From an optimization exercise on the open Yosys and OpenROAD flow, aimed at small area, a short achievable clock period and few clock cycles per item; shortcuts taken in it are not production practice.
Function was checked by simulation only, so behaviour that the tests miss may differ from the original.
No activity file was given, so power comes from the tool's default toggle rates.

## trial 66
## roberts_stream_conv_ctrl
module roberts_stream_conv_ctrl #(
  parameter int ROWS = 512,
  parameter int COLS = 512,
  parameter int CW   = 10
) (
  input  logic       clk,
  input  logic       rst,
  input  logic       k_wr_en,
  input  logic [1:0] k_wr_idx,
  input  logic [7:0] k_wr_data,
  input  logic       start,
  output logic       busy,
  output logic       done,
  input  logic       s_valid,
  output logic       s_ready,
  input  logic [7:0] s_data,
  output logic       m_valid,
  input  logic       m_ready,
  output logic [7:0] m_data,
  output logic       m_last
);
export LEC_CHECK = 0
export ABC_AREA = 1
export CAP_MARGIN = 20
export CORE_MARGIN = 2
export CORE_UTILIZATION = 70
export CTS_CLUSTER_DIAMETER = 60
export CTS_CLUSTER_SIZE = 30
export SLEW_MARGIN = 20
create_clock -name core_clock -period 12.0 [get_ports {clk}]
standard.sh (not shown) runs the stock make flow with config.mk's settings and CLKGATE_MAP_FILE= SYNTH_SCRIPT=/design/flow/synth_recipe.tcl, a recipe that flattens the netlist after the stock synthesis.
==> flow/flow/run.sh <==
#!/bin/bash
# Layout flow: the standard ORFS flow (standard.sh, unchanged synthesis and
# steps), with these tool options changed:
#  - the port buffers that buffer_ports inserts are buf_4 cells instead of the
#    default clkdlybuf4s50_1 delay cells (every port still gets its buffer);
#  - repair_timing aims for a larger setup slack margin, so it sizes the
#    critical paths for a shorter period than the constraint's 12 ns;
#  - clock tree synthesis clusters up to 30 sinks per leaf buffer and inserts
#    no dummy loads.
# The SDC, clock period, I/O delays and loads are the standard flow's, untouched.
set -euo pipefail
export BUFFER_PORTS_ARGS="-buffer_cell sky130_fd_sc_hd__buf_4"
export SETUP_SLACK_MARGIN=8.25
export CTS_ARGS="-sink_clustering_enable -repair_clock_nets -sink_clustering_size 30 -sink_clustering_max_diameter 60 -dont_use_dummy_load"
bash standard.sh > standard_flow.log 2>&1
Trial 66 was carried through to the last stage, and its layout satisfied the timing, DRC and antenna checks.
Testbench counts of trial 66, summed over its fixed seeds: cycles 2,097,200, items 2,097,152.
### trial 66 -> trial 36
# trial 66
export LEC_CHECK = 0
export ABC_AREA = 1
export CAP_MARGIN = 20
export CORE_MARGIN = 2
export CORE_UTILIZATION = 70
export CTS_CLUSTER_DIAMETER = 60
export CTS_CLUSTER_SIZE = 30
export SLEW_MARGIN = 20
create_clock -name core_clock -period 12.0 [get_ports {clk}]
# trial 36
export LEC_CHECK = 0
export ABC_AREA = 1
export CAP_MARGIN = 20
export CORE_MARGIN = 2
export CORE_UTILIZATION = 55
export CTS_CLUSTER_DIAMETER = 60
export CTS_CLUSTER_SIZE = 30
export SLEW_MARGIN = 20
create_clock -name core_clock -period 12.0 [get_ports {clk}]
Compared with trial 66, in trial 36 number of clock buffer instances in the layout picked up an extra 4.5%; core utilization lost 16 points; clock network fraction of design power picked up an extra 0.4 points. Trial 36 — fraction of the cycle the final worst path needs 0.27 points higher, trial 66 as reference. Diff trial 66..trial 36 | non-clock buffer share of cell area | negligible. Cmp trial 66 and trial 36 / tightest hold margin / higher: trial 36.


roberts_stream_conv_ctrl, a different RTL version from the one above (not shown whole).
Size in the first run: ~6700 cells after synthesis, ~37 I/O pins, roughly 110000 µm² of cells after synthesis.
export LEC_CHECK = 0
export CAP_MARGIN = 20
export CORE_MARGIN = 2
export CORE_UTILIZATION = 55
export CTS_CLUSTER_DIAMETER = 60
export CTS_CLUSTER_SIZE = 30
export SLEW_MARGIN = 20
create_clock -name core_clock -period 12.0 [get_ports {clk}]
==> flow/flow/run.sh <==
#!/bin/bash
# Layout flow: the standard ORFS flow (standard.sh, unchanged synthesis and
# steps), with two tool options changed:
#  - the port buffers that buffer_ports inserts are buf_4 cells instead of the
#    default clkdlybuf4s50_1 delay cells (every port still gets its buffer);
#  - repair_timing aims for a larger setup slack margin, so it sizes the
#    critical paths for a shorter period than the constraint's 12 ns.
# The SDC, clock period, I/O delays and loads are the standard flow's, untouched.
set -euo pipefail
export BUFFER_PORTS_ARGS="-buffer_cell sky130_fd_sc_hd__buf_4"
export SETUP_SLACK_MARGIN=8.2
bash standard.sh > standard_flow.log 2>&1
Testbench counts at the start, summed over its fixed seeds: cycles 2,097,200, items 2,097,152.
Then changed:
--- a/flow/flow/run.sh
+++ b/flow/flow/run.sh
@@ -3 +3 @@
-# steps), with two tool options changed:
+# steps), with these tool options changed:
@@ -7 +7,3 @@
-#    critical paths for a shorter period than the constraint's 12 ns.
+#    critical paths for a shorter period than the constraint's 12 ns;
+#  - clock tree synthesis clusters up to 30 sinks per leaf buffer and inserts
+#    no dummy loads.
@@ -11,0 +14 @@
+export CTS_ARGS="-sink_clustering_enable -repair_clock_nets -sink_clustering_size 30 -sink_clustering_max_diameter 60 -dont_use_dummy_load"
ABC_AREA = 1   (was not set)
Result: Maximum frequency shrinks slightly; routed wire length grows slightly; design area shrinks by a few percent; flip-flop and latch count is unchanged; synthesized cell count rises by a few percent; setup slack gets worse by 0.043 ns; total power is higher by a little under a tenth; global-route usage is higher by 0.63 points.

## separate check: timing with driven ports
How much do the figures lean on ideal ports? The routed layouts below were timed once more, with nothing changed but the port constraints.
Step 1 assumes that a clkbuf_16 drives the clock port and a buf_2 every other input.
Step 2, shift: input delay + t, output delay - t, t = (earliest + latest rising clock arrival at the registers) / 2. This alone moves slack from input paths to output paths.
Three values: ideal, step 1, step 2; two values: the first two.
run | t (ns) | setup slack, ns | clock arrival spread, ns | worst data-port slew with drivers (ns)
trial 66 | 0.855 | 8.258 / 8.172 / 7.746 | 0.133 / 0.132 | 0.04
trial 36 | 0.885 | 8.225 / 8.142 / 7.725 | 0.120 / 0.120 | 0.04
the first run of note 2 | 0.917 | 8.156 / 8.140 / 7.709 | 0.078 / 0.078 | 0.04
the second run of note 2 | 0.887 | 8.113 / 8.113 / 7.729 | 0.118 / 0.119 | 0.10
After both steps setup and hold are still met in every run listed. The setup slack of trial 66, which loses most, moves by -0.086 ns with the drivers and by -0.512 ns with both steps.
